This design comes from an exercise in tuning for small area, a short achievable clock period and few clock cycles on the open sky130 flow, not from production work. Where RTL was checked, it was by simulation tests only, not by an equivalence proof against the original. The RTL of runs 4 and 5 was laid out without a check of its function. Power and IR drop assume default switching activity.

--- config.mk ---
export PLATFORM = sky130hd
export DESIGN_NAME = md_unit
export DESIGN_NICKNAME = md_unit
export VERILOG_FILES = /design/flow/design.v
export SDC_FILE = /design/flow/constraint.sdc
export NUM_CORES = 4
export LEC_CHECK = 0
export CAP_MARGIN = 20
export CELL_PAD_IN_SITES_DETAIL_PLACEMENT = 1
export CELL_PAD_IN_SITES_GLOBAL_PLACEMENT = 1
export CORE_MARGIN = 2
export CORE_UTILIZATION = 30
export CTS_BUF_LIST = sky130_fd_sc_hd__clkbuf_4 sky130_fd_sc_hd__clkbuf_8
export PLACE_DENSITY = 0.45
export SETUP_SLACK_MARGIN = 1.3
export SLEW_MARGIN = 20
export TNS_END_PERCENT = 5
--- constraint.sdc ---
create_clock -name core_clock -period 5.5 [get_ports {CLK}]
set_input_delay 1.1000 -clock core_clock [delete_from_list [all_inputs] [get_ports {CLK}]]
set_output_delay 1.1000 -clock core_clock [all_outputs]
set_load 0.01 [all_outputs]
--- design.v ---
`default_nettype none
package md_pkg;
    localparam int XLEN = 32;    
    typedef enum logic [2:0] {
        OP_NONE  = 3'd0,
        OP_MULT  = 3'd1,
        OP_MULTU = 3'd2,
        OP_DIV   = 3'd3,
        OP_DIVU  = 3'd4,
        OP_MTHI  = 3'd5,
        OP_MTLO  = 3'd6
    } md_op_t;
endpackage
`default_nettype wire
`timescale 1ns/100ps
`default_nettype none
module md_unit (
    input  logic        CLK,
    input  logic        RST_X,
    input  logic        start,
    input  md_pkg::md_op_t op,
    input  logic [31:0] a,
    input  logic [31:0] b,
    output logic        busy,
    output logic        done,
    output logic [31:0] hi,
    output logic [31:0] lo
);
    localparam logic [3:0] S_IDLE  = 4'd0;
    localparam logic [3:0] S_MUL   = 4'd1;    
    localparam logic [3:0] S_MFIX  = 4'd2;    
    localparam logic [3:0] S_DNEG  = 4'd3;    
    localparam logic [3:0] S_DPRE  = 4'd4;    
    localparam logic [3:0] S_DIV   = 4'd5;    
    localparam logic [3:0] S_RCOR  = 4'd6;    
    localparam logic [3:0] S_RPREP = 4'd7;    
    localparam logic [3:0] S_RNEG  = 4'd8;    
    localparam logic [3:0] S_DSEL  = 4'd9;    
    logic [3:0]  state, state_n;
    logic [31:0] hi_n, lo_n;
    logic        hx, hx_n;           
    logic        hs, hs_n;           
    logic [31:0] m;                  
    logic        ms;                 
    logic        p, p_n;             
    logic [5:0]  cnt, cnt_n;         
    logic        sgn, na, qn, zb;    
    logic        sp, sp_n;           
    logic        done_n;
    logic [34:0] breg, breg_n, s;
    logic        bcin, bcin_n;
    logic [35:0] sum_c;
    assign sum_c = {hs, hs, hx, hi, 1'b1} + {breg, bcin};
    assign s     = sum_c[35:1];
    logic mk16, mk4;
    logic c16, c4;                   
    assign c16  = cnt[5] | cnt[4];
    assign c4   = |cnt[5:2];
    assign mk16 = (lo[15:0] == {16{p}}) && c16;
    assign mk4  = (lo[3:0]  == {4{p}})  && c4;
    logic [4:0]  dmsb;               
    logic [4:0]  dmsb_n;
    logic [31:0] dv_in;
    logic [31:0] gmask;              
    logic        dk16, dk4, dlast, rneg;
    always_comb begin
        for (int j = 0; j < 32; j++) gmask[j] = (5'(j) >= dmsb);
    end
    assign dk16 = ({hs, hx, hi[31:17]} == '0) && (({hi[16:0], lo[31:17]} & gmask) == '0)
                  && c16;
    assign dk4  = ({hs, hx, hi[31:29]} == '0) && (({hi[28:0], lo[31:29]} & gmask) == '0)
                  && c4;
    assign dlast = (cnt == '0);      
    assign rneg  = s[34];            
    logic is_mul, is_div, is_sgn, arith;
    assign is_mul = (op == md_pkg::OP_MULT) || (op == md_pkg::OP_MULTU);
    assign is_div = (op == md_pkg::OP_DIV)  || (op == md_pkg::OP_DIVU);
    assign is_sgn = (op == md_pkg::OP_MULT) || (op == md_pkg::OP_DIV);
    assign arith  = start && (is_mul || is_div);
    logic a_neg, b_neg, b_zero;
    assign a_neg  = is_sgn && a[31];
    assign b_neg  = is_sgn && b[31];
    assign b_zero = (b == '0);
    assign dv_in  = b ^ {32{b_neg}};
    always_comb begin
        dmsb_n = '0;
        for (int j = 1; j < 32; j++) if (dv_in[j]) dmsb_n = 5'(j);
    end
    logic [2:0] sa, sb;
    logic       swap;
    always_comb begin
        for (int i = 0; i < 3; i++) begin
            sa[i] = ((a >> (8 * i + 8)) != ({32{a[31]}} >> (8 * i + 8)));
            sb[i] = ((b >> (8 * i + 8)) != ({32{b[31]}} >> (8 * i + 8)));
        end
    end
    assign swap = is_mul && ((sa & ~sb) != '0);
    logic [31:0] mpl, mcd;           
    assign mpl = swap ? b : a;
    assign mcd = swap ? a : b;
    function automatic logic [2:0] booth(input logic x1, input logic x0, input logic p0);
        booth[2] = x0 ^ p0;
        booth[1] = (x1 != x0) && (x0 == p0);
        booth[0] = x1 && !(x0 && p0);
    endfunction
    function automatic logic [35:0] dmul(input logic [2:0] d, input logic [34:0] x);
        logic [34:0] v;
        v = ((x & {35{d[2]}}) | ({x[33:0], 1'b0} & {35{d[1]}})) ^ {35{d[0]}};
        dmul = {v, d[0]};
    endfunction
    logic [1:0]  lom_n;              
    logic [1:0]  xsel;               
    logic [2:0]  dig;                
    logic [34:0] xop;
    logic        mend;               
    logic [34:0] m35, a35, b35, h35;
    assign m35 = {{2{ms}}, ms, m};
    assign a35 = {{3{is_sgn & a[31]}}, a};
    assign b35 = {{3{is_sgn & b[31]}}, b};
    assign h35 = {3'b000, hi};
    logic h_hold, h_a, h_mst, h_ms4, h_ms16, h_s, h_dst, h_ds4, h_ds16;
    logic l_hold, l_mpl, l_mst, l_ms4, l_ms16, l_s, l_dst, l_ds4, l_ds16;
    logic x_dlast;                   
    always_comb begin
        state_n = state;
        p_n     = p;
        cnt_n   = cnt;
        done_n  = 1'b0;
        lom_n   = lo[3:2];
        xsel    = 2'd0;
        dig     = 3'b000;
        mend    = 1'b0;
        sp_n    = sp;
        {h_hold, h_a, h_mst, h_ms4, h_ms16, h_s, h_dst, h_ds4, h_ds16} = '0;
        {l_hold, l_mpl, l_mst, l_ms4, l_ms16, l_s, l_dst, l_ds4, l_ds16} = '0;
        x_dlast = 1'b0;
        if (start) begin
            if (is_mul) begin
                cnt_n   = 6'd32;
                l_mpl   = 1'b1;
                p_n     = 1'b0;
                state_n = S_MUL;
                xsel    = swap ? 2'd1 : 2'd2;
                dig     = swap ? booth(b[1], b[0], 1'b0) : booth(a[1], a[0], 1'b0);
            end else if (is_div) begin
                cnt_n   = 6'd32;
                l_mpl   = 1'b1;
                if (!a_neg && !b_neg) begin
                    state_n = S_DIV;
                    xsel    = 2'd2;
                    dig     = 3'b101;                       
                end else if (a_neg) begin
                    h_a     = 1'b1;
                    state_n = b_neg ? S_DPRE : S_DNEG;
                    xsel    = 2'd1;
                    dig     = 3'b011;                       
                end else begin
                    h_a     = 1'b1;
                    state_n = S_DPRE;
                    xsel    = 2'd2;
                    dig     = 3'b100;                       
                end
            end else if (op == md_pkg::OP_MTHI) begin
                h_a    = 1'b1;
                l_hold = 1'b1;
            end else if (op == md_pkg::OP_MTLO) begin
                h_hold = 1'b1;
                l_mpl  = 1'b1;
            end else begin
                h_hold = 1'b1;
                l_hold = 1'b1;
            end
        end else begin
            case (state)
                S_MUL: begin
                    if (mk16) begin
                        h_ms16 = 1'b1;
                        l_ms16 = 1'b1;
                        cnt_n  = cnt - 6'd16;
                        lom_n  = lo[17:16];
                        mend   = (cnt == 6'd16);
                    end else if (mk4) begin
                        h_ms4  = 1'b1;
                        l_ms4  = 1'b1;
                        cnt_n  = cnt - 6'd4;
                        lom_n  = lo[5:4];
                        mend   = (cnt == 6'd4);
                    end else begin
                        h_mst  = 1'b1;
                        l_mst  = 1'b1;
                        p_n    = lo[1];
                        cnt_n  = cnt - 6'd2;
                        lom_n  = lo[3:2];
                        mend   = (cnt == 6'd2);
                    end
                    dig = booth(lom_n[1], lom_n[0], p_n);
                    if (mend) begin
                        if (!sgn && p_n) begin
                            state_n = S_MFIX;
                            dig     = 3'b100;                   
                        end else begin
                            state_n = S_IDLE;
                            done_n  = 1'b1;
                        end
                    end
                end
                S_MFIX: begin
                    h_s     = 1'b1;
                    l_hold  = 1'b1;
                    state_n = S_IDLE;
                    done_n  = 1'b1;
                end
                S_DNEG: begin
                    h_s     = 1'b1;
                    l_hold  = 1'b1;
                    state_n = S_DPRE;
                    dig     = 3'b101;                           
                end
                S_DPRE: begin
                    l_s     = 1'b1;
                    sp_n    = rneg;
                    dig     = {2'b10, !ms};                     
                    if (qn) begin
                        h_hold  = 1'b1;
                        state_n = S_DSEL;
                    end else begin
                        state_n = S_DIV;
                    end
                end
                S_DSEL: begin
                    dig = {2'b10, !ms};                         
                    if (sp) begin
                        h_hold = 1'b1;
                        if (na) state_n = S_RPREP;
                        else begin
                            state_n = S_IDLE;
                            done_n  = 1'b1;
                        end
                    end else begin
                        l_hold  = 1'b1;
                        state_n = S_DIV;
                    end
                end
                S_DIV: begin
                    if (zb) begin
                        state_n = S_IDLE;
                        done_n  = 1'b1;
                    end else if (dk16) begin
                        h_ds16 = 1'b1;
                        l_ds16 = 1'b1;
                        cnt_n  = cnt - 6'd16;
                    end else if (dk4) begin
                        h_ds4  = 1'b1;
                        l_ds4  = 1'b1;
                        cnt_n  = cnt - 6'd4;
                    end else begin
                        l_dst  = 1'b1;
                        cnt_n  = cnt - 6'd1;
                        if (dlast) begin
                            h_s     = 1'b1;
                            x_dlast = 1'b1;
                            if (rneg)     state_n = S_RCOR;
                            else if (na)  state_n = S_RPREP;
                            else begin
                                state_n = S_IDLE;
                                done_n  = 1'b1;
                            end
                        end else begin
                            h_dst = 1'b1;
                        end
                    end
                    dig = {2'b10, !hs_n ^ ms};
                end
                S_RCOR: begin
                    h_s    = 1'b1;
                    l_hold = 1'b1;
                    if (na) state_n = S_RPREP;
                    else begin
                        state_n = S_IDLE;
                        done_n  = 1'b1;
                    end
                end
                S_RPREP: begin
                    h_hold  = 1'b1;
                    l_hold  = 1'b1;
                    state_n = S_RNEG;
                    xsel    = 2'd3;
                    dig     = 3'b011;                           
                end
                S_RNEG: begin
                    h_s     = 1'b1;
                    l_hold  = 1'b1;
                    state_n = S_IDLE;
                    done_n  = 1'b1;
                end
                default: begin
                    h_hold = 1'b1;
                    l_hold = 1'b1;
                end
            endcase
        end
    end
    always_comb begin
        hi_n = ({32{h_hold}} & hi)
             | ({32{h_a}}    & a)
             | ({32{h_mst}}  & s[33:2])
             | ({32{h_ms4}}  & {{4{hx}}, hi[31:4]})
             | ({32{h_ms16}} & {{16{hx}}, hi[31:16]})
             | ({32{h_s}}    & s[31:0])
             | ({32{h_dst}}  & {s[30:0], lo[31]})
             | ({32{h_ds4}}  & {hi[27:0], lo[31:28]})
             | ({32{h_ds16}} & {hi[15:0], lo[31:16]});
        lo_n = ({32{l_hold}} & lo)
             | ({32{l_mpl}}  & mpl)
             | ({32{l_mst}}  & {s[1:0], lo[31:2]})
             | ({32{l_ms4}}  & {hi[3:0], lo[31:4]})
             | ({32{l_ms16}} & {hi[15:0], lo[31:16]})
             | ({32{l_s}}    & s[31:0])
             | ({32{l_dst}}  & {lo[30:0], rneg ^ !qn})
             | ({32{l_ds4}}  & {lo[27:0], {4{qn}}})
             | ({32{l_ds16}} & {lo[15:0], {16{qn}}});
        hx_n = (h_hold & hx) | h_ms4 & hx | h_ms16 & hx | (h_mst & s[34])
             | (h_dst & s[31]) | (h_ds4 & hi[28]) | (h_ds16 & hi[16])
             | (x_dlast & rneg) | (h_s & !x_dlast & hx);
        hs_n = (h_hold & hs) | h_ms4 & hs | h_ms16 & hs | (h_mst & s[34])
             | ((h_dst | x_dlast) & rneg) | (h_s & !x_dlast & hs);
    end
    always_comb begin
        case (xsel)
            2'd0:    xop = m35;
            2'd1:    xop = a35;
            2'd2:    xop = b35;
            default: xop = h35;
        endcase
    end
    assign {breg_n, bcin_n} = dmul(dig, xop);
    always_ff @(posedge CLK or negedge RST_X) begin
        if (!RST_X) begin
            state <= S_IDLE;
            done  <= 1'b0;
            hi    <= '0;
            lo    <= '0;
        end else begin
            state <= state_n;
            done  <= done_n;
            hi    <= hi_n;
            lo    <= lo_n;
        end
    end
    always_ff @(posedge CLK) begin
        hx   <= hx_n;
        hs   <= hs_n;
        p    <= p_n;
        cnt  <= cnt_n;
        breg <= breg_n;
        bcin <= bcin_n;
        sp   <= sp_n;
        if (arith) begin
            m   <= mcd;
            ms  <= is_sgn && mcd[31];
            sgn <= is_sgn;
            na  <= a_neg;
            qn  <= a_neg ^ b_neg;
            zb  <= b_zero;
            dmsb <= dmsb_n;
        end
    end
    assign busy = (state != S_IDLE);
endmodule
`default_nettype wire
--- run.sh ---
#!/bin/bash
# synth_recipe.tcl (not shown) runs the flow's synth.tcl, then flattens the netlist and writes it again
# the make line also repeats each setting of config.mk as NAME=value (left out here)
make -C /OpenROAD-flow-scripts/flow DESIGN_CONFIG=/design/flow/config.mk WORK_HOME=/design/flow/orfs CLKGATE_MAP_FILE= SYNTH_SCRIPT=/design/flow/synth_recipe.tcl finish
==> impl_summary.log, run 1 <==
INFO  metric status = complete, but fails checks
INFO  metric checkFailReasons = capacitance limit, slew limit
INFO  metric grt_pass1_vias = around 16000
INFO  metric synth-warning-count = 1
INFO  metric synth-seq-area-share = approximately 28%
INFO  metric synthCells = about 1800
INFO  metric power_per_cell_area = between 500 and 600 nW/um2
INFO  metric hpwl = approximately 61000 um
INFO  metric hold_viol = 0
INFO  metric tritoncts = built
INFO  metric reg2reg_setup_slack = approximately 1.3 ns
INFO  metric clk_path_buf_depth = 2
INFO  metric route.layer.met1.wl = 37420 um
INFO  metric placedInstanceArea = between 15000 and 20000 um2
INFO  metric layout_min_cycle_time = about 4.2 ns
INFO  metric ys_types = between 90 and 100
INFO  metric cts.htree.levels = 4
INFO  metric synth.largest_area_cell = sky130_fd_sc_hd__dfrtp_1
INFO  metric clock_latency = a little over 0.6 ns
INFO  metric die-area = a little under 50000 um2
INFO  metric worstReg2RegStart = hi[31]
INFO  metric maximum_number_of_pins_on_one_net_before_global_route_repair = slightly above 60
INFO  metric kind_of_end_point_of_the_critical_path = flip-flop
INFO  metric vias = about 17000
INFO  metric cts_hold_buf = 0
INFO  metric critical_path.max_fanout = 7
INFO  metric skew = around 0.033 ns
INFO  metric detailroute.wirelength.met3 = 6634 um
INFO  metric dieHeight = 222.7 um
INFO  metric clock_sinks = 156
INFO  metric grtUsageTotal = around 33%
INFO  metric rows = 80
INFO  metric synth-edff-count = 50
INFO  metric buffer_ports.inserted = between 100 and 150
INFO  metric finalSetupTns = 0 ns
INFO  metric numCtsBuffers = 17
INFO  metric dr.max_layer_used = met5
INFO  metric timing.reg2reg.worst_path_depth = 11
INFO  metric grt_setup_unrepaired = true
INFO  metric timing.final.setup_violations = 0
INFO  metric drt-total-wl = between 80000 and 90000 um
INFO  metric max_freq = approximately 240 MHz
INFO  metric avgRoutedWirePerCell = 33.14 um
INFO  metric gp_congestion = between 0.9 and 1
INFO  metric slowest_delay = approximately 0.54 ns
INFO  metric postSynthAreaPerCell = approximately 7.8 um2
INFO  metric regToRegEndpoint = breg[28]
INFO  metric cpMaxStageDelayCell = sky130_fd_sc_hd__clkdlybuf4s50_1
INFO  metric final_area = about 17000 um2
INFO  metric timing.critical_path.max_delay_family = compound AO/OA/AOI/OAI gates
INFO  metric io_pins = 136
INFO  metric root_buffer = sky130_fd_sc_hd__clkbuf_8
INFO  metric timing_worst_slew_pin_value = roughly 2.1 ns
INFO  metric residual_drc_count = 0
INFO  metric final_layout_size_suffix_gt1_share = 11.01%
INFO  metric design.core.area = approximately 47000 um2
INFO  metric antenna_violations_before_repair = 2
INFO  metric async_flop_share = 44.23%
INFO  metric grt_first_pass_wirelength = approximately 120000 um
INFO  metric synthesis.area = between 10000 and 15000 um2
INFO  metric max_rail_drop_vdd = 0.1849 mV
INFO  metric routed-wl-met2 = about 37000 um
INFO  metric vias_per_cell = 6.485
INFO  metric chipWidth = roughly 220 um
INFO  metric timing.critical_path.arrival = ~4.7 ns
INFO  metric timing.slew.headroom = -43.08%
INFO  metric synthesis.nets = 1961
INFO  metric floorplan.initialDensity = just over 30%
INFO  metric drv.max_cap_violation_count = 1
INFO  metric dr.pass1.iters = 8
INFO  metric synthFlopType = sky130_fd_sc_hd__dfrtp_1
INFO  metric timing.critical_path.cells = clkdlybuf4s50_1, or3_4, or4_1, o21ai_1, o311a_1, o31ai_4, mux2_2, a21oi_1, a32oi_4, a211o_2, xnor2_1
INFO  metric yosys-top-cells-area = sky130_fd_sc_hd__dfrtp_1 (12%), sky130_fd_sc_hd__edfxtp_1 (10%), sky130_fd_sc_hd__nand2_1 (7.4%)
INFO  metric fin_crit_sh = roughly 77%
INFO  metric area_delta_synth_final = 20.41%
INFO  metric synthesized_flop_and_latch_total = about 160
INFO  metric critical_path.startpoint_type = input pin
INFO  metric first_drt_iteration_drcs = 1912
INFO  metric ant_nets = 0
INFO  metric leakage = a little under 7 nW
INFO  metric post-synth-top-area-fraction = between 10% and 20%
INFO  metric global_route.overflow_total = 0
INFO  metric cp.buffers_inverters = 1
INFO  metric clkSlewWorstSetupHoldPaths = between 0.1 and 0.15 ns
INFO  metric timing.critical_path.required = approximately 6 ns
INFO  metric crit_type = input pin to flip-flop
INFO  metric worst_hold_path_type = input pin to async pin
INFO  metric nNetsFinal = 2040
INFO  metric timing_max_transition_violations_final = 8
-- timing repair --
| item | 4_1_cts | 5_1_grt |
|---|---|---|
| gates cloned | 0 | 8 |
| endpoints found under the setup margin | 43 | 83 |
| buffers inserted | 0 | 9 |
| resized for setup | 8 | 37 |
| pin swaps | 0 | 9 |
-- report_power, final --
group          internal (mW)  switching, mW  total, mW
logic                   2.44           3.98       6.42
registers               1.63           1.02       2.65
clock network          0.514          0.546       1.06
total                   4.59           5.55       10.1
-- sequential cells by signal, summed over array words and instances, names as in the netlist, 4 cells and up --
| signal | cells |
|---|---|
| breg | 34 |
| cnt | 6 |
| dmsb | 5 |
| hi | 32 |
| lo | 32 |
| m | 32 |
| state | 4 |
-- synthesized netlist by cell type (all sizes together), types with 14 or more instances --
| cell | count |
|---|---|
| o21ai | 125 |
| a21o | 19 |
| nand2b | 21 |
| a221oi | 72 |
| nand3 | 50 |
| a31oi | 16 |
| a22oi | 52 |
| a222oi | 52 |
| mux2i | 23 |
| nor3 | 38 |
| clkbuf | 131 |
| buf | 57 |
| inv | 38 |
| a21oi | 151 |
| dfrtp | 69 |
| nand4 | 17 |
| nand2 | 282 |
| nor2 | 116 |
| nor2b | 14 |
| o211ai | 41 |
| ha | 48 |
| edfxtp | 50 |
| a221o | 53 |
| dfxtp | 37 |
| xnor2 | 63 |
-- cell families (layout without fill, tap and decap cells) --
kind of cell	count (synthesis)	after routing	synth area share, %
buffers and inverters	229	315	7.021
adder cells (fa/ha/maj)	50	50	4.396
other	0	1	0
XOR/XNOR	74	74	4.518
multiplexers	26	26	1.866
flip-flops	156	156	27.66
AO/OA/AOI/OAI	690	696	34.74
AND/OR/NAND/NOR	617	617	19.80
-- cell type report --
type,count,area (um2)
Clock inverter,13,186.4
Multi-Input combinational cell,1463,9662
Inverter,39,146.4
Sequential cell,156,3973
Antenna cell,1,2.502
Fill cell,5679,30170
Tap cell,615,769.5
Timing Repair Buffer,244,2280
Clock buffer,19,255.2
-- worst max path at each step --
stage | endpoint | cells past startpoint | slack [ns] | from
after detailed placement | breg[23] | 10 | 0.46 | a[31]
after floorplan | hi[26] | 14 | 1.85 | op[2]
after global placement | lo[24] | 12 | 0.53 | a[31]
after global routing | breg[21] | 7 | 1.23 | start
final | breg[11] | 11 | 1.29 | b[25]
after CTS | hi[31] | 13 | 1.20 | hi[0]
-- per-stage QoR --
stage	util [%]	std cells	hold WS (ns)	total power [mW]	setup slack, ns
global placement	34.67	2500	0.6055	8.710	0.5343
floorplan	-	1842	0.4505	5.891	1.848
detailed placement	34.67	2500	0.6178	8.738	0.4594
global route	36.41	2550	0.4876	10.60	1.231
finish	36.41	2550	0.4646	10.13	1.291
CTS	35.66	2532	0.4507	9.850	1.196
-- per-layer routing --
layer  global-route usage, %  vias up
met5                       0        -
met4                   13.66        2
met3                   6.519      168
met2                   48.83      786
met1                   46.20     8378
li1                        -     7203
-- placed cells by master (no fill, tap or decap), drive strengths merged, types with 9 or more instances in the layout --
| master | n |
|---|---|
| nand2 | 282 |
| a21oi | 151 |
| o21ai | 125 |
| clkdlybuf4s50 | 124 |
| nor2 | 116 |
| buf | 109 |
| a221oi | 72 |
| dfrtp | 69 |
| xnor2 | 63 |
| a221o | 53 |
| a222oi | 52 |
| a22oi | 52 |
| edfxtp | 50 |
| nand3 | 50 |
| ha | 48 |
| inv | 42 |
| o211ai | 41 |
| nor3 | 38 |
| dfxtp | 37 |
| mux2i | 23 |
| nand2b | 21 |
| clkbuf | 20 |
| a21o | 19 |
| nand4 | 17 |
| a31oi | 16 |
| nor2b | 14 |
| nor4 | 12 |
| or3 | 12 |
| and3 | 12 |
| and2 | 12 |
| a211o | 12 |
| xor2 | 11 |
| o221ai | 11 |
| o31ai | 11 |
| or4 | 10 |
| a211oi | 10 |
| dlymetal6s2s | 9 |
Testbench counts, summed over its fixed seeds: cycles 13,480.
==> inputs of run 2 (changes only) <==
--- a/config.mk
+++ b/config.mk
@@ -12,6 +12,6 @@
 export CORE_UTILIZATION = 30
 export CTS_BUF_LIST = sky130_fd_sc_hd__clkbuf_4 sky130_fd_sc_hd__clkbuf_8
 export PLACE_DENSITY = 0.45
-export SETUP_SLACK_MARGIN = 1.3
+export SETUP_SLACK_MARGIN = 1.6
 export SLEW_MARGIN = 20
 export TNS_END_PERCENT = 5
==> impl_summary.log, run 2 <==
INFO  metric synthCells = 1842
INFO  metric critical_path.startpoint_type = input pin
INFO  metric synth-warning-count = 1
INFO  metric final_area = between 15000 and 20000 um2
INFO  metric vias_per_cell = 6.491
INFO  metric skew = around 0.029 ns
INFO  metric post_synth_most_frequent_cells = sky130_fd_sc_hd__nand2_1 (282), sky130_fd_sc_hd__a21oi_1 (150), sky130_fd_sc_hd__clkbuf_1 (130)
INFO  metric final.hold.worst_slack = between 0.4 and 0.5 ns
INFO  metric grt_pass1_vias = around 16000
INFO  metric nNetsFinal = 2056
INFO  metric floorplan.initialDensity = between 30 and 40%
INFO  metric finish.cell_count_without_fillers = ~2600
INFO  metric numCtsBuffers = 17
INFO  metric dr.pass1.iters = 12
INFO  metric critical_path.max_fanout = 31
INFO  metric maximum_number_of_pins_on_one_net_before_global_route_repair = between 40 and 50
INFO  metric timing.final.setup_violations = 0
INFO  metric drv.max_cap_violation_count = 0
INFO  metric synthFlopType = sky130_fd_sc_hd__dfrtp_1
INFO  metric yosys-top-cells-area = sky130_fd_sc_hd__dfrtp_1 (12%), sky130_fd_sc_hd__edfxtp_1 (10%), sky130_fd_sc_hd__nand2_1 (7.4%)
INFO  metric synth-seq-area-share = approximately 28%
INFO  metric top_register = breg
INFO  metric grtUsageTotal = 33.79%
INFO  metric crit_type = input pin to flip-flop
INFO  metric hold_viol = 0
INFO  metric chipWidth = between 200 and 250 um
INFO  metric largest_register_ff_count = 34
INFO  metric dieHeight = 222.7 um
INFO  metric synthesized_flop_and_latch_total = ~160
INFO  metric layout_min_cycle_time = 4.109 ns
INFO  metric async_flop_share = approximately 44%
INFO  metric die-area = ~50000 um2
INFO  metric detailroute.wirelength.met3 = between 6000 and 7000 um
INFO  metric clock_latency = 0.59 ns
INFO  metric final_layout_size_suffix_gt1_share = around an eighth
INFO  metric clkSlewWorstSetupHoldPaths = around 0.11 ns
INFO  metric route.layer.met1.wl = 37790 um
INFO  metric vias = between 15000 and 20000
INFO  metric numPlacedInstances = 2500
INFO  metric timing.reg2reg.worst_path_depth = 13
INFO  metric timing.slew.headroom = between 30% and 40%
INFO  metric cts.htree.levels = 4
INFO  metric io_pins = roughly 140
INFO  metric clk_path_buf_depth = 2
INFO  metric post-synth-top-count-cell = sky130_fd_sc_hd__nand2_1
INFO  metric routed-wl-met2 = 37140 um
INFO  metric power_per_cell_area = 584.7 nW/um2
INFO  metric synth.largest_area_cell = sky130_fd_sc_hd__dfrtp_1
INFO  metric placedInstanceArea = roughly 16000 um2
INFO  metric timing.critical_path.required = around 6.0 ns
INFO  metric root_buffer = sky130_fd_sc_hd__clkbuf_8
INFO  metric timing_max_transition_violations_final = 0
INFO  metric antenna_violations_before_repair = 3
INFO  metric hpwl = ~61000 um
INFO  metric design.core.area = around 47000 um2
INFO  metric mostFrequentLayoutCell = sky130_fd_sc_hd__nand2_1
INFO  metric post-synth-top-area-fraction = 12.04%
INFO  metric ys_types = between 90 and 100
INFO  metric clock_sinks = between 150 and 200
INFO  metric first_drt_iteration_drcs = roughly 2000
INFO  metric max_freq = around 240 MHz
INFO  metric timing_worst_slew_pin_value = ~0.94 ns
INFO  metric dr.max_layer_used = met5
INFO  metric ant_nets = 0
INFO  metric buffer_ports.inserted = 135
INFO  metric cts_hold_buf = 0
INFO  metric grt_first_pass_wirelength = around 120000 um
INFO  metric leakage = around 6.8 nW
INFO  metric timing.critical_path.arrival = 4.57 ns
INFO  metric final_core_utilization = 36.87%
INFO  metric fin_crit_sh = 74.71%
INFO  metric tritoncts = built
INFO  metric layout_common_cells = sky130_fd_sc_hd__nand2_1 (281), sky130_fd_sc_hd__a21oi_1 (145), sky130_fd_sc_hd__clkdlybuf4s50_1 (118)
INFO  metric status = no timing/DRC/antenna violations
INFO  metric avgRoutedWirePerCell = between 30 and 40 um
INFO  metric drt-total-wl = between 80000 and 90000 um
INFO  metric synth-edff-count = 50
INFO  metric grt_setup_unrepaired = true
INFO  metric max_rail_drop_vdd = 0.1839 mV
INFO  metric global_route.overflow_total = 0
INFO  metric kind_of_end_point_of_the_critical_path = flip-flop
INFO  metric gp_congestion = between 0.9 and 1
INFO  metric area_delta_synth_final = 21.94%
INFO  metric synthesis.nets = between 1500 and 2000
INFO  metric postSynthAreaPerCell = about 7.8 um2
INFO  metric synthesis.area = 14350 um2
INFO  metric residual_drc_count = 0
INFO  metric finalSetupTns = 0 ns
INFO  metric rows = 80
INFO  metric worst_hold_path_type = input pin to async pin
==> run 2: cell types whose count changed in the layout (fill, tap and decap cells not counted), sizes merged <==
cell,delta
inv,-1
clkinvlp,+1
clkdlybuf4s50,-6
clkbuf,-1
clkdlybuf4s15,+1
buf,+15
dlygate4sd2,+12
nor2,+1
dlymetal6s2s,-7
bufbuf,+1
==> run 2: layout make-up <==
| cell class | count | area [um2] |
|---|---|---|
| Timing Repair Buffer | 259 | 2399 |
| Multi-Input combinational cell | 1464 | 9754 |
| Clock inverter | 13 | 186.4 |
| Fill cell | 5672 | 29950 |
| Sequential cell | 156 | 3978 |
| Clock buffer | 19 | 255.2 |
| Antenna cell | 1 | 2.502 |
| Inverter | 39 | 150.1 |
| Tap cell | 615 | 769.5 |
==> run 2: repair_timing <==
item                       CTS  global route
gates resized for setup     54            20
buffers inserted            17             8
gates cloned                 7             1
setup endpoints to repair   94            90
pin swaps                   12             2
==> run 2: through the flow <==
step / setup WS (ns) / power [mW]
4_1_cts: 1.552 / 10.03
3_3_place_gp: 0.5343 / 8.710
6_report: 1.391 / 10.23
2_1_floorplan: 1.848 / 5.891
3_5_place_dp: 0.4594 / 8.738
5_1_grt: 1.343 / 10.70
==> run 2: path summary, 6_finish.rpt <==
check	start	end	slack (ns)
min in group core_clock	hs	hs	0.66
setup reg to reg	hi[0]	hi[31]	1.54
hold reg to reg	hs	hs	0.66
max in group asynchronous	RST_X	lo[13]	4.01
setup / recovery	a[8]	lo[24]	1.39
hold / removal	RST_X	state[1]	0.49
==> run 2: routing by layer <==
layer / global-route usage (%) / up-vias
li1: - / 7242
met1: 46.55 / 8434
met2: 51.44 / 807
met3: 6.771 / 169
met4: 13.90 / 4
met5: 0 / -
==> run 2: cells by family (layout without fill, tap and decap cells) <==
family / after synthesis / after routing / share of synthesized area (%)
AND/OR/NAND/NOR: 617 / 618 / 19.80
multiplexers: 26 / 26 / 1.866
XOR/XNOR: 74 / 74 / 4.518
adder cells (fa/ha/maj): 50 / 50 / 4.396
flip-flops: 156 / 156 / 27.66
other: 0 / 1 / 0
AO/OA/AOI/OAI: 690 / 696 / 34.74
buffers and inverters: 229 / 330 / 7.021
==> run 2: power breakdown <==
group          internal (mW)  switching [mW]  total [mW]
Combinational           2.49            4.03        6.52
Clock                  0.514           0.543        1.06
Sequential              1.64            1.01        2.65
Total                   4.65            5.58        10.2
==> run 2: critical path, cell delays in order <==
cell,delay [ns]
sky130_fd_sc_hd__clkdlybuf4s50_1,0.85
sky130_fd_sc_hd__nand3_1,0.13
sky130_fd_sc_hd__nor3_1,0.29
sky130_fd_sc_hd__a311oi_2,0.06
sky130_fd_sc_hd__buf_4,0.17
sky130_fd_sc_hd__o31ai_4,0.39
sky130_fd_sc_hd__buf_12,0.29
sky130_fd_sc_hd__inv_1,0.09
sky130_fd_sc_hd__nand2_1,0.22
sky130_fd_sc_hd__a21boi_1,0.29
sky130_fd_sc_hd__o211ai_1,0.11
sky130_fd_sc_hd__a221o_1,0.28
sky130_fd_sc_hd__a221o_1,0.25
==> inputs of run 3 (changes only) <==
--- a/config.mk
+++ b/config.mk
@@ -12,6 +12,6 @@
 export CORE_UTILIZATION = 30
 export CTS_BUF_LIST = sky130_fd_sc_hd__clkbuf_4 sky130_fd_sc_hd__clkbuf_8
 export PLACE_DENSITY = 0.45
-export SETUP_SLACK_MARGIN = 1.6
+export SETUP_SLACK_MARGIN = 2.0
 export SLEW_MARGIN = 20
 export TNS_END_PERCENT = 5
==> impl_summary.log, run 3 <==
INFO  metric critical_path.startpoint_type = input pin
INFO  metric antenna_violations_before_repair = 2
INFO  metric dieHeight = between 200 and 250 um
INFO  metric timing.critical_path.cells = clkdlybuf4s50_1, nor4_2, a21oi_2, o311a_1, o31ai_4, buf_12, mux2_4, o21ai_2, nand4_1, and2_4, buf_4, a22oi_2, xnor2_4
INFO  metric design.core.area = around 47000 um2
INFO  metric maximum_number_of_pins_on_one_net_before_global_route_repair = 61
INFO  metric timing.critical_path.arrival = around 4.2 ns
INFO  metric timing.slew.headroom = 28.08%
INFO  metric clkSlewWorstSetupHoldPaths = 0.10 ns
INFO  metric residual_drc_count = 0
INFO  metric hold_viol = 0
INFO  metric postSynthAreaPerCell = between 7 and 8 um2
INFO  metric yosys-top-cells-area = sky130_fd_sc_hd__dfrtp_1 (12%), sky130_fd_sc_hd__edfxtp_1 (10%), sky130_fd_sc_hd__nand2_1 (7.4%)
INFO  metric skew = roughly 0.026 ns
INFO  metric root_buffer = sky130_fd_sc_hd__clkbuf_8
INFO  metric layout_common_cells = sky130_fd_sc_hd__nand2_1 (279), sky130_fd_sc_hd__buf_4 (173), sky130_fd_sc_hd__a21oi_1 (140)
INFO  metric clk_path_buf_depth = 2
INFO  metric kind_of_end_point_of_the_critical_path = flip-flop
INFO  metric timing.final.setup_violations = 0
INFO  metric timing.reg2reg.worst_path_depth = 10
INFO  metric grtUsageTotal = between 30% and 40%
INFO  metric hpwl = around 62000 um
INFO  metric async_flop_share = between 40% and 50%
INFO  metric clock_latency = around 0.6 ns
INFO  metric timing_worst_slew_pin_value = about 1.1 ns
INFO  metric vias_per_cell = between 6 and 7
INFO  metric dp_worst_setup_slack = ~0.52 ns
INFO  metric finalSetupTns = 0 ns
INFO  metric use_met1 = 47.79%
INFO  metric synthesized_flop_and_latch_total = about 160
INFO  metric die-area = 49590 um2
INFO  metric floorplan.initialDensity = between 30% and 40%
INFO  metric fin_crit_sh = between 60% and 70%
INFO  metric synthCells = 1842
INFO  metric synthesis.nets = between 1500 and 2000
INFO  metric ant_nets = 0
INFO  metric reg2reg_setup_slack = roughly 1.8 ns
INFO  metric worst_hold_path_type = input pin to async pin
INFO  metric top_register = breg
INFO  metric synth-edff-count = 50
INFO  metric finalWorstSetupSlack = 1.757 ns
INFO  metric clock_sinks = roughly 160
INFO  metric synthFlopType = sky130_fd_sc_hd__dfrtp_1
INFO  metric drt-total-wl = 86780 um
INFO  metric timing.critical_path.required = approximately 6.0 ns
INFO  metric regToRegEndpoint = hi[17]
INFO  metric numCtsBuffers = 17
INFO  metric synth.largest_area_cell = sky130_fd_sc_hd__dfrtp_1
INFO  metric max_freq = between 200 and 300 MHz
INFO  metric global_route.overflow_total = 0
INFO  metric largest_register_ff_count = 34
INFO  metric leakage = approximately 7.3 nW
INFO  metric nNetsFinal = 2125
INFO  metric slowest_delay = 0.49 ns
INFO  metric use_met3 = just over 7%
INFO  metric dr.pass1.iters = 9
INFO  metric final_layout_size_suffix_gt1_share = roughly a fifth
INFO  metric grt_first_pass_wirelength = about 120000 um
INFO  metric synthesis.area = approximately 14000 um2
INFO  metric gp_congestion = a little under 0.9
INFO  metric post-synth-top-count-cell = sky130_fd_sc_hd__nand2_1
INFO  metric vias = roughly 17000
INFO  metric drv.max_cap_violation_count = 0
INFO  metric grt_setup_unrepaired = true
INFO  metric layout_min_cycle_time = about 3.7 ns
INFO  metric globalRoute.busiestLayer = met2
INFO  metric grtUsageMet2 = between 50% and 60%
INFO  metric timing.critical_path.max_delay_family = compound AO/OA/AOI/OAI gates
INFO  metric synth-warning-count = 1
INFO  metric cpMaxStageDelayCell = sky130_fd_sc_hd__clkdlybuf4s50_1
INFO  metric io_pins = between 100 and 150
INFO  metric rows = 80
INFO  metric worstReg2RegStart = lo[20]
INFO  metric critical_path.max_fanout = 8
INFO  metric first_drt_iteration_drcs = between 2000 and 2500
INFO  metric status = no timing/DRC/antenna violations
INFO  metric cts_hold_buf = 0
INFO  metric grt_pass1_vias = roughly 17000
INFO  metric max_rail_drop_vdd = around 0.21 mV
INFO  metric chipWidth = approximately 220 um
INFO  metric mostFrequentLayoutCell = sky130_fd_sc_hd__nand2_1
INFO  metric ys_types = 94
INFO  metric crit_type = input pin to flip-flop
INFO  metric cts.htree.levels = 4
INFO  metric post-synth-top-area-fraction = between 10% and 20%
INFO  metric synth-seq-area-share = 27.66%
INFO  metric cp.buffers_inverters = 3
INFO  metric power_per_cell_area = 585.0 nW/um2
INFO  metric avgRoutedWirePerCell = between 30 and 40 um
INFO  metric tritoncts = built
INFO  metric timing_max_transition_violations_final = 0
INFO  metric post_synth_most_frequent_cells = sky130_fd_sc_hd__nand2_1 (282), sky130_fd_sc_hd__a21oi_1 (150), sky130_fd_sc_hd__clkbuf_1 (130)
INFO  metric buffer_ports.inserted = between 100 and 150
INFO  metric area_delta_synth_final = 28.98%
-- run 3: worst register-to-register path: cells and delay by family, from the launching register on --
kind	cells	cell delay (ns)
buffers and inverters	1	0.19
flip-flops	1	0.64
AND/OR/NAND/NOR	1	0.29
AO/OA/AOI/OAI	8	2.40
-- run 3: final cells by class --
| class | instances | area (um2) |
|---|---|---|
| Timing Repair Buffer | 333 | 3127 |
| Antenna cell | 3 | 7.507 |
| Multi-Input combinational cell | 1459 | 10050 |
| Tap cell | 615 | 769.5 |
| Clock inverter | 12 | 143.9 |
| Fill cell | 5640 | 28940 |
| Sequential cell | 156 | 3995 |
| Inverter | 39 | 153.9 |
| Clock buffer | 20 | 256.5 |
-- run 3: kinds of logic after synthesis --
logic type / count (synthesis) / share of synthesized area, %
DFF: 156 / 27.66
adders and majority gates: 50 / 4.396
muxes: 26 / 1.866
buffers and inverters: 229 / 7.021
xor gates and xnor gates: 74 / 4.518
AOI/OAI and AO/OA: 690 / 34.74
and+or+nand+nor: 617 / 19.80
-- run 3: repair_timing --
item	in CTS	in global routing
setup buffers	55	17
resized for setup	175	50
pin swaps	36	15
endpoints found under the setup margin	140	102
gates cloned	4	2
-- run 3: where the power goes --
group	internal [mW]	switching [mW]
Clock	0.460	0.534
Sequential	1.65	0.834
Combinational	2.82	4.52
Total	4.93	5.89
-- run 3: how the worst max path moves through the flow --
stage               slack (ns)  cells after the start   from  endpoint
finish                    1.76                     13  a[27]   breg[7]
global placement          0.50                     12  b[25]   breg[7]
floorplan                 1.90                     14   b[8]   breg[4]
detailed placement        0.52                     12  b[25]   breg[7]
global route              1.63                     12  hi[0]    hi[17]
CTS                       1.86                     13  hi[0]    hi[31]
-- run 3: metal layers --
layer | vias up | share of wire [%]
li1 | 7380 | -
met1 | 8669 | 45
met2 | 891 | 42
met3 | 249 | 8.5
met4 | 0 | 5.0
met5 | - | 0
-- run 3: per-stage QoR --
stage          power (mW)  utilization [%]  hold slack, ns  instance area [um2]  cells
2_1_floorplan       5.891                -          0.4505                14350   1842
3_3_place_gp        8.864            35.05          0.6064                16630   2524
3_5_place_dp        8.893            35.05          0.6057                16630   2524
4_1_cts             10.51            38.29          0.4358                18170   2615
5_1_grt             11.26            38.99          0.4737                18500   2635
6_report            10.83            39.00          0.4537                18500   2637
==> inputs of run 4 (changes only) <==
--- a/design.v
+++ b/design.v
@@ -118,6 +118,7 @@
     assign a35 = {{3{is_sgn & a[31]}}, a};
     assign b35 = {{3{is_sgn & b[31]}}, b};
     assign h35 = {3'b000, hi};
+    logic h_apre, l_apre;            
     logic h_hold, h_a, h_mst, h_ms4, h_ms16, h_s, h_dst, h_ds4, h_ds16;
     logic l_hold, l_mpl, l_mst, l_ms4, l_ms16, l_s, l_dst, l_ds4, l_ds16;
     logic x_dlast;                   
@@ -134,6 +135,7 @@
         {h_hold, h_a, h_mst, h_ms4, h_ms16, h_s, h_dst, h_ds4, h_ds16} = '0;
         {l_hold, l_mpl, l_mst, l_ms4, l_ms16, l_s, l_dst, l_ds4, l_ds16} = '0;
         x_dlast = 1'b0;
+        {h_apre, l_apre} = '0;
         if (start) begin
             if (is_mul) begin
                 cnt_n   = 6'd32;
@@ -145,7 +147,15 @@
             end else if (is_div) begin
                 cnt_n   = 6'd32;
                 l_mpl   = 1'b1;
-                if (!a_neg && !b_neg) begin
+                if (!a_neg && !b_neg && a[31:17] == '0) begin
+                    l_mpl   = 1'b0;
+                    h_apre  = 1'b1;
+                    l_apre  = 1'b1;
+                    cnt_n   = 6'd16;
+                    state_n = S_DIV;
+                    xsel    = 2'd2;
+                    dig     = 3'b101;                       
+                end else if (!a_neg && !b_neg) begin
                     state_n = S_DIV;
                     xsel    = 2'd2;
                     dig     = 3'b101;                       
@@ -309,7 +319,8 @@
              | ({32{h_s}}    & s[31:0])
              | ({32{h_dst}}  & {s[30:0], lo[31]})
              | ({32{h_ds4}}  & {hi[27:0], lo[31:28]})
-             | ({32{h_ds16}} & {hi[15:0], lo[31:16]});
+             | ({32{h_ds16}} & {hi[15:0], lo[31:16]})
+             | ({32{h_apre}} & {16'b0, a[31:16]});
         lo_n = ({32{l_hold}} & lo)
              | ({32{l_mpl}}  & mpl)
              | ({32{l_mst}}  & {s[1:0], lo[31:2]})
@@ -318,7 +329,8 @@
              | ({32{l_s}}    & s[31:0])
              | ({32{l_dst}}  & {lo[30:0], rneg ^ !qn})
              | ({32{l_ds4}}  & {lo[27:0], {4{qn}}})
-             | ({32{l_ds16}} & {lo[15:0], {16{qn}}});
+             | ({32{l_ds16}} & {lo[15:0], {16{qn}}})
+             | ({32{l_apre}} & {a[15:0], 16'b0});
         hx_n = (h_hold & hx) | h_ms4 & hx | h_ms16 & hx | (h_mst & s[34])
              | (h_dst & s[31]) | (h_ds4 & hi[28]) | (h_ds16 & hi[16])
              | (x_dlast & rneg) | (h_s & !x_dlast & hx);
--- a/config.mk
+++ b/config.mk
@@ -10,7 +10,6 @@
 export CELL_PAD_IN_SITES_GLOBAL_PLACEMENT = 1
 export CORE_MARGIN = 2
 export CORE_UTILIZATION = 30
-export CTS_BUF_LIST = sky130_fd_sc_hd__clkbuf_4 sky130_fd_sc_hd__clkbuf_8
 export PLACE_DENSITY = 0.45
 export SETUP_SLACK_MARGIN = 2.0
 export SLEW_MARGIN = 20
==> impl_summary.log, run 4 <==
INFO  metric clock_latency = 0.52 ns
INFO  metric sw_frac_of_total = 55.15%
INFO  metric timing.slew.headroom = 26.32%
INFO  metric vias = 18900
INFO  metric largest_register_ff_count = 34
INFO  metric timing.final.setup_violations = 0
INFO  metric grtUsageTotal = between 30% and 40%
INFO  metric floorplan.initialDensity = just over 30%
INFO  metric synthCells = 2001
INFO  metric pwr-share-comb = 66.5%
INFO  metric skew = ~0.018 ns
INFO  metric global_route.overflow_total = 0
INFO  metric power_per_cell_area = 561.6 nW/um2
INFO  metric reg2reg_setup_slack = 1.89 ns
INFO  metric dr.pass1.iters = 9
INFO  metric layout_min_cycle_time = 3.650 ns
INFO  metric clkSlewWorstSetupHoldPaths = 0.07 ns
INFO  metric io_pins = around 140
INFO  metric grt_setup_unrepaired = true
INFO  metric power.share.clock = 11.1%
INFO  metric timing_worst_slew_pin_value = around 1.1 ns
INFO  metric synthFlopType = sky130_fd_sc_hd__dfrtp_1
INFO  metric crit_type = input pin to flip-flop
INFO  metric ys_types = 85
INFO  metric area_delta_synth_final = 35.12%
INFO  metric timing.critical_path.required = just under 6 ns
INFO  metric first_drt_iteration_drcs = between 2000 and 3000
INFO  metric chipWidth = between 200 and 250 um
INFO  metric buffer_ports.inserted = roughly 140
INFO  metric root_buffer = sky130_fd_sc_hd__clkbuf_16
INFO  metric top_register = breg
INFO  metric clk_path_buf_depth = 2
INFO  metric rows = 81
INFO  metric cts_hold_buf = 0
INFO  metric synth.largest_area_cell = sky130_fd_sc_hd__dfrtp_1
INFO  metric hpwl = ~70000 um
INFO  metric timing.critical_path.max_delay_family = simple AND/OR/NAND/NOR gates
INFO  metric post-synth-top-count-cell = sky130_fd_sc_hd__nand2_1
INFO  metric share_seq_of_total_power = around 22%
INFO  metric critical_path.max_fanout = 5
INFO  metric residual_drc_count = 0
INFO  metric layout_common_cells = sky130_fd_sc_hd__nand2_1 (340), sky130_fd_sc_hd__buf_4 (179), sky130_fd_sc_hd__a21oi_1 (148)
INFO  metric synthesis.area = between 15000 and 20000 um2
INFO  metric hold_viol = 0
INFO  metric critical_path.startpoint_type = input pin
INFO  metric grt_pass1_vias = roughly 18000
INFO  metric leakage = between 7 and 8 nW
INFO  metric post_synth_most_frequent_cells = sky130_fd_sc_hd__nand2_1 (345), sky130_fd_sc_hd__a21oi_1 (165), sky130_fd_sc_hd__clkbuf_1 (158)
INFO  metric ant_nets = 0
INFO  metric post-synth-top-area-fraction = between 10% and 20%
INFO  metric finish.cell_count_without_fillers = 2860
INFO  metric avgRoutedWirePerCell = roughly 35 um
INFO  metric max_freq = between 200 and 300 MHz
INFO  metric synth-seq-area-share = between 20% and 30%
INFO  metric kind_of_end_point_of_the_critical_path = flip-flop
INFO  metric tritoncts = built
INFO  metric internal_power = 5.110 mW
INFO  metric final_area = ~20000 um2
INFO  metric timing_max_transition_violations_final = 0
INFO  metric timing.critical_path.cells = dlygate4sd2_1, buf_6, or4_4, nor2_4, nor2_4, or3_4, nand4b_1, a21oi_2, or4_4, buf_12, a22oi_1, xnor2_1
INFO  metric fin_crit_sh = between 60 and 70%
INFO  metric slowest_delay = 0.66 ns
INFO  metric drt-total-wl = about 100000 um
INFO  metric p_switching = around 6.3 mW
INFO  metric synth-edff-count = 50
INFO  metric cp.buffers_inverters = 3
INFO  metric numPlacedInstances = roughly 2700
INFO  metric timing.critical_path.arrival = between 4 and 5 ns
INFO  metric dieHeight = ~230 um
INFO  metric finalSetupTns = 0 ns
INFO  metric synth-warning-count = 1
INFO  metric die-area = just over 50000 um2
INFO  metric design.core.area = between 40000 and 50000 um2
INFO  metric status = no timing/DRC/antenna violations
INFO  metric final_layout_size_suffix_gt1_share = approximately 23%
INFO  metric clock_sinks = 156
INFO  metric mostFrequentLayoutCell = sky130_fd_sc_hd__nand2_1
INFO  metric gp_congestion = 0.9387
INFO  metric final.hold.worst_slack = between 0.5 and 0.6 ns
INFO  metric grt_first_pass_wirelength = about 140000 um
INFO  metric numCtsBuffers = 17
INFO  metric cts.htree.levels = 4
INFO  metric synthesis.nets = between 2000 and 2500
INFO  metric drv.max_cap_violation_count = 0
INFO  metric max_rail_drop_vdd = 0.2069 mV
INFO  metric placedInstanceArea = approximately 17000 um2
INFO  metric vias_per_cell = about 6.6
INFO  metric yosys-top-cells-area = sky130_fd_sc_hd__dfrtp_1 (12%), sky130_fd_sc_hd__edfxtp_1 (10%), sky130_fd_sc_hd__nand2_1 (8.6%)
INFO  metric antenna_cells_inserted = 0
INFO  metric synthesized_flop_and_latch_total = ~160
INFO  metric worst_hold_path_type = input pin to async pin
INFO  metric cpMaxStageDelayCell = sky130_fd_sc_hd__or4_4
INFO  metric maximum_number_of_pins_on_one_net_before_global_route_repair = around 50
INFO  metric nNetsFinal = roughly 2300
INFO  metric antenna_violations_before_repair = 1
INFO  metric async_flop_share = ~44%
INFO  metric postSynthAreaPerCell = approximately 7.5 um2
## run 4: power by group through the flow
stage	combinational, mW	clock [mW]	sequential (mW)
2_1_floorplan	3.85	0	1.96
3_3_place_gp	6.32	0	2.53
3_5_place_dp	6.35	0	2.53
4_1_cts	6.90	1.29	2.49
5_1_grt	7.88	1.32	2.55
6_report	7.58	1.26	2.55
## run 4: final cells by class
| cell class | instances | area [um2] |
|---|---|---|
| clock buffer | 17 | 425.4 |
| clock inverter | 15 | 166.4 |
| fill | 5810 | 28870 |
| inverter | 44 | 180.2 |
| multi-input combinational | 1598 | 11120 |
| sequential | 156 | 3988 |
| tap | 664 | 830.8 |
| timing repair buffer | 366 | 3580 |
## run 4: kinds of logic (layout without fill, tap and decap cells)
group	count (synthesis)	count (layout)	share of synthesized area [%]
adders and majority gates	50	50	4.200
AOI/OAI and AO/OA	697	697	33.29
xor gates and xnor gates	70	70	4.084
buffers and inverters	254	442	6.934
muxes	30	30	2.042
DFF	156	156	26.44
and+or+nand+nor	744	751	23.02
## run 4: per-stage QoR
step	worst slack (ns)	util, %	total power, mW
CTS	1.768	39.14	10.68
finish	1.850	41.27	11.39
global placement	0.2566	35.40	8.842
detailed placement	0.4116	35.40	8.877
global route	1.836	41.27	11.75
floorplan	1.783	-	5.805
## run 4: timing repair
item                       4_1_cts  5_1_grt
setup endpoints to repair      149      103
gates cloned                     9       12
resized for setup              246      117
buffers inserted                45       45
pin swaps                       30       51
## run 4: worst paths after layout
check / start / endpoint / depth (start not counted)
max in group asynchronous: RST_X / hi[12] / 2
max: a[29] / breg[8] / 12
min: RST_X / state[1] / 1
min in group core_clock: hs / hs / 1
max reg2reg: hi[2] / breg[8] / 12
min reg2reg: hs / hs / 1
## run 4: layer usage
layer	up-vias	global-route usage [%]	wire, um
met2	1104	55.80	44030
met5	-	0	0
met4	0	15.89	4940
met3	254	6.631	8852
li1	7990	-	-
met1	9551	49.19	41750
==> inputs of run 5 (changes only) <==
==> flow/run.sh (new file) <==
#!/bin/bash
# Standard layout, with a lighter ABC mapping script for synthesis (one &nf
# round instead of five delay-driven restructuring rounds). Everything else,
# including the synthesis steps around ABC, is ORFS's and the standard flow's own.
set -euo pipefail
here=$(pwd)
rm -rf "$here/scripts_mod"
cp -r "$FLOW_HOME/scripts" "$here/scripts_mod"
cp "$here/flow/abc_speed.script" "$here/scripts_mod/abc_speed.script"
bash "$here/standard.sh" SCRIPTS_DIR="$here/scripts_mod" finish > "$here/standard_flow.log" 2>&1
==> flow/abc_speed.script (new file) <==
&get -n
&st
&dch
&nf
&put
buffer -c
topo
stime -c
upsize -c
dnsize -c
==> standard.sh (new file) <==
#!/bin/bash
# synth_recipe.tcl (not shown) runs the flow's synth.tcl, then flattens the netlist and writes it again
# the make line also repeats each setting of config.mk as NAME=value (left out here)
make -C /OpenROAD-flow-scripts/flow DESIGN_CONFIG=/design/flow/config.mk WORK_HOME=/design/flow/orfs CLKGATE_MAP_FILE= SYNTH_SCRIPT=/design/flow/synth_recipe.tcl "${@:-finish}"
--- a/config.mk
+++ b/config.mk
@@ -10,6 +10,7 @@
 export CELL_PAD_IN_SITES_GLOBAL_PLACEMENT = 1
 export CORE_MARGIN = 2
 export CORE_UTILIZATION = 30
+export CTS_BUF_LIST = sky130_fd_sc_hd__clkbuf_4 sky130_fd_sc_hd__clkbuf_8
 export PLACE_DENSITY = 0.45
 export SETUP_SLACK_MARGIN = 2.0
 export SLEW_MARGIN = 20
removed: run.sh
==> impl_summary.log, run 5 <==
INFO  metric synth.largest_area_cell = sky130_fd_sc_hd__dfrtp_1
INFO  metric synth_compound_gate_area_share = 30.98%
INFO  metric ys_types = 80
INFO  metric yosys-top-cells-area = sky130_fd_sc_hd__dfrtp_1 (13%), sky130_fd_sc_hd__edfxtp_1 (11%), sky130_fd_sc_hd__nand2_1 (7.2%)
INFO  metric critical_path.max_fanout = 5
INFO  metric hold_viol = 0
INFO  metric worst_hold_path_type = input pin to async pin
INFO  metric floorplan.initialDensity = between 30% and 40%
INFO  metric layout_common_cells = sky130_fd_sc_hd__nand2_1 (262), sky130_fd_sc_hd__nor2_1 (200), sky130_fd_sc_hd__buf_4 (171)
INFO  metric placedInstanceArea = about 16000 um2
INFO  metric antenna_violations_before_repair = 3
INFO  metric max_rail_drop_vdd = about 0.26 mV
INFO  metric timing.critical_path.arrival = approximately 4.4 ns
INFO  metric tritoncts = built
INFO  metric drt-total-wl = between 80000 and 90000 um
INFO  metric chipWidth = about 220 um
INFO  metric residual_drc_count = 0
INFO  metric gp_congestion = a little over 0.9
INFO  metric synthFlopType = sky130_fd_sc_hd__dfrtp_1
INFO  metric dieHeight = about 220 um
INFO  metric grt_first_pass_wirelength = between 100000 and 150000 um
INFO  metric die-area = between 40000 and 50000 um2
INFO  metric synthesis.nets = approximately 1900
INFO  metric synth_simple_gate_area_share = roughly 22%
INFO  metric numCtsBuffers = 17
INFO  metric postSynthAreaPerCell = around 7.7 um2
INFO  metric synthCells = 1786
INFO  metric timing.final.setup_violations = 0
INFO  metric largest_register_ff_count = 34
INFO  metric leakage = about 7.4 nW
INFO  metric grtUsageTotal = a little under two fifths
INFO  metric ant_nets = 0
INFO  metric io_pins = roughly 140
INFO  metric skew = about 0.024 ns
INFO  metric grt_setup_unrepaired = true
INFO  metric final_layout_size_suffix_gt1_share = between 20% and 30%
INFO  metric async_flop_share = 44.23%
INFO  metric buffer_ports.inserted = between 100 and 150
INFO  metric timing_worst_slew_pin_value = between 0.9 and 1 ns
INFO  metric finalWorstSetupSlack = 1.593 ns
INFO  metric dr.pass1.iters = 14
INFO  metric drv.max_cap_violation_count = 0
INFO  metric timing_max_transition_violations_final = 0
INFO  metric fillers = around 5400
INFO  metric synth-seq-area-share = 28.79%
INFO  metric rows = 78
INFO  metric synth-edff-count = 50
INFO  metric synth_mux_area_share = less than 1%
INFO  metric grt_pass1_vias = approximately 17000
INFO  metric vias = ~17000
INFO  metric post_synth_most_frequent_cells = sky130_fd_sc_hd__nand2_1 (266), sky130_fd_sc_hd__nor2_1 (210), sky130_fd_sc_hd__clkbuf_1 (133)
INFO  metric max_freq = between 200 and 300 MHz
INFO  metric finish.cell_count_without_fillers = roughly 2600
INFO  metric first_drt_iteration_drcs = 2461
INFO  metric power_per_cell_area = 602.2 nW/um2
INFO  metric mostFrequentLayoutCell = sky130_fd_sc_hd__nand2_1
INFO  metric clkSlewWorstSetupHoldPaths = around 0.11 ns
INFO  metric regToRegEndpoint = hi[29]
INFO  metric synthAdderAreaFrac = 4.501%
INFO  metric cts.htree.levels = 4
INFO  metric timing.reg2reg.worst_path_depth = 19
INFO  metric area_delta_synth_final = 33.40%
INFO  metric nNetsFinal = 2093
INFO  metric hpwl = 62700 um
INFO  metric post-synth-top-area-fraction = about 13%
INFO  metric fin_crit_sh = 71.05%
INFO  metric setup.worst_path.start = hi[4]
INFO  metric clock_latency = 0.59 ns
INFO  metric crit_type = flip-flop to flip-flop
INFO  metric avgRoutedWirePerCell = 34.55 um
INFO  metric design.core.area = ~45000 um2
INFO  metric numPlacedInstances = about 2500
INFO  metric post-synth-top-count-cell = sky130_fd_sc_hd__nand2_1
INFO  metric critical_path.startpoint_type = flip-flop
INFO  metric timing.critical_path.required = 5.97 ns
INFO  metric dp_worst_setup_slack = 0.4629 ns
INFO  metric synthesis.area = 13790 um2
INFO  metric synth_xor_xnor_area_share = under 10%
INFO  metric final_area = roughly 18000 um2
INFO  metric kind_of_end_point_of_the_critical_path = flip-flop
INFO  metric clock_sinks = ~160
INFO  metric root_buffer = sky130_fd_sc_hd__clkbuf_8
INFO  metric layout_min_cycle_time = approximately 4 ns
INFO  metric maximum_number_of_pins_on_one_net_before_global_route_repair = 66
INFO  metric clk_path_buf_depth = 2
INFO  metric finalSetupTns = 0 ns
INFO  metric worstReg2RegStart = hi[4]
INFO  metric timing.slew.headroom = 36.59%
INFO  metric largest_family_of_logic_cells_by_synthesized_area = compound AO/OA/AOI/OAI gates
INFO  metric synth-warning-count = 1
INFO  metric vias_per_cell = 6.545
INFO  metric reg2reg_setup_slack = 1.59 ns
INFO  metric status = no timing/DRC/antenna violations
INFO  metric synthesized_flop_and_latch_total = ~160
INFO  metric final_core_utilization = about 41%
INFO  metric global_route.overflow_total = 0
INFO  metric top_register = breg
-- run 5: cell count changes in the layout (fill, tap and decap cells not counted), sizes merged, moves of 22 or more --
cell / delta
nor2: +95
a21oi: -93
nand2: -75
a222oi: +44
o21ai: +41
xor2: +37
o211ai: -31
o22ai: +31
inv: -28
nor3: -27
o2111ai: -22
-- run 5: per-stage QoR --
stage | total power [mW] | hold slack (ns)
5_1_grt | 11.47 | 0.4227
3_5_place_dp | 8.685 | 0.6199
2_1_floorplan | 5.646 | 0.5427
4_1_cts | 10.60 | 0.3936
6_report | 11.08 | 0.4139
3_3_place_gp | 8.665 | 0.6099
-- run 5: cells by family after synthesis --
| family | Yosys count |
|---|---|
| and+or+nand+nor | 692 |
| AOI/OAI and AO/OA | 580 |
| buffers and inverters | 194 |
| DFF | 156 |
| xor gates and xnor gates | 111 |
| adders and majority gates | 49 |
| muxes | 4 |
-- run 5: repair_timing --
action                                  CTS  global route
buffers inserted                         60            14
pin swaps                                58            22
endpoints found under the setup margin  142           102
hold buffers                              0             0
cloned                                    7             0
resized for setup                       199            35
-- run 5: worst max-delay path, stage by stage, from the launching register on --
cell	delay [ns]
sky130_fd_sc_hd__dfrtp_2	0.47
sky130_fd_sc_hd__ha_4	0.28
sky130_fd_sc_hd__a21o_1	0.19
sky130_fd_sc_hd__a311oi_2	0.28
sky130_fd_sc_hd__buf_4	0.19
sky130_fd_sc_hd__o21ai_4	0.06
sky130_fd_sc_hd__a21bo_2	0.22
sky130_fd_sc_hd__a21o_1	0.21
sky130_fd_sc_hd__a31oi_4	0.27
sky130_fd_sc_hd__o31ai_4	0.12
sky130_fd_sc_hd__a21oi_2	0.19
sky130_fd_sc_hd__o21ai_2	0.11
sky130_fd_sc_hd__a31oi_4	0.20
sky130_fd_sc_hd__nor2_1	0.07
sky130_fd_sc_hd__a211oi_2	0.15
sky130_fd_sc_hd__buf_4	0.17
sky130_fd_sc_hd__xnor2_4	0.08
sky130_fd_sc_hd__buf_6	0.14
sky130_fd_sc_hd__a222oi_1	0.23
sky130_fd_sc_hd__nand2_1	0.12
-- run 5: final cells by class --
class                           count  area [um2]  share of cell area (%)
Timing Repair Buffer              345        3319                   18.05
Clock buffer                       19       261.5                   1.422
Antenna cell                        1       2.502                 0.01361
Inverter                           18       70.07                  0.3810
Clock inverter                     13       137.6                  0.7483
Multi-Input combinational cell   1436        9867                   53.65
Sequential cell                   156        3983                   21.65
Tap cell                          600       750.7                   4.082
-- run 5: per-layer routing --
layer	global-route usage (%)	wire length [um]	vias to the layer above	share of wire, %
met1	50.30	37350	8514	42
met5	0	17	-	0.019
met2	56.78	38990	1027	44
met3	7.613	8595	243	9.6
li1	-	-	7153	-
met4	18.32	4482	2	5.0
-- run 5: worst max-delay path by stage --
stage | to | slack [ns]
after floorplan | dmsb[0] | 1.55
after global placement | breg[9] | 0.51
after detailed placement | breg[30] | 0.46
after CTS | hi[29] | 1.67
after global routing | breg[21] | 1.41
final | hi[29] | 1.59
-- run 5: report_power, final --
part / leakage, nW / switching (mW) / internal (mW)
registers: 1.65 / 0.718 / 1.64
logic: 5.59 / 4.74 / 2.97
clock network: 0.207 / 0.575 / 0.429

## afterwards: timing with drivers on the ports
How much do the figures lean on ideal ports? The routed layouts below were timed once more, with nothing changed but the port constraints. Step 1, drivers: a clkbuf_16 drives CLK and a buf_2 each remaining input, both assumed. Step 2, shift: input delay + t, output delay - t, t = (earliest + latest rising clock arrival at the registers) / 2. This alone moves slack from input paths to output paths. a / b / c = ideal / step 1 / step 2; a / b = the first two.
run | shift t [ns] | slack for setup (ns) | hold slack, ns
run 1 | 0.643 | 1.291 / 1.292 / 0.676 | 0.465 / 0.435 / 0.648
run 2 | 0.629 | 1.391 / 1.417 / 0.787 | 0.487 / 0.458 / 0.657
run 3 | 0.639 | 1.757 / 1.788 / 1.149 | 0.454 / 0.423 / 0.625
run 4 | 0.568 | 1.850 / 1.891 / 1.323 | 0.544 / 0.507 / 0.657
run 5 | 0.639 | 1.593 / 1.593 / 1.026 | 0.414 / 0.380 / 0.638
The setup slack of run 1, which loses most, moves by +0.001 ns with the drivers and by -0.615 ns with both steps.
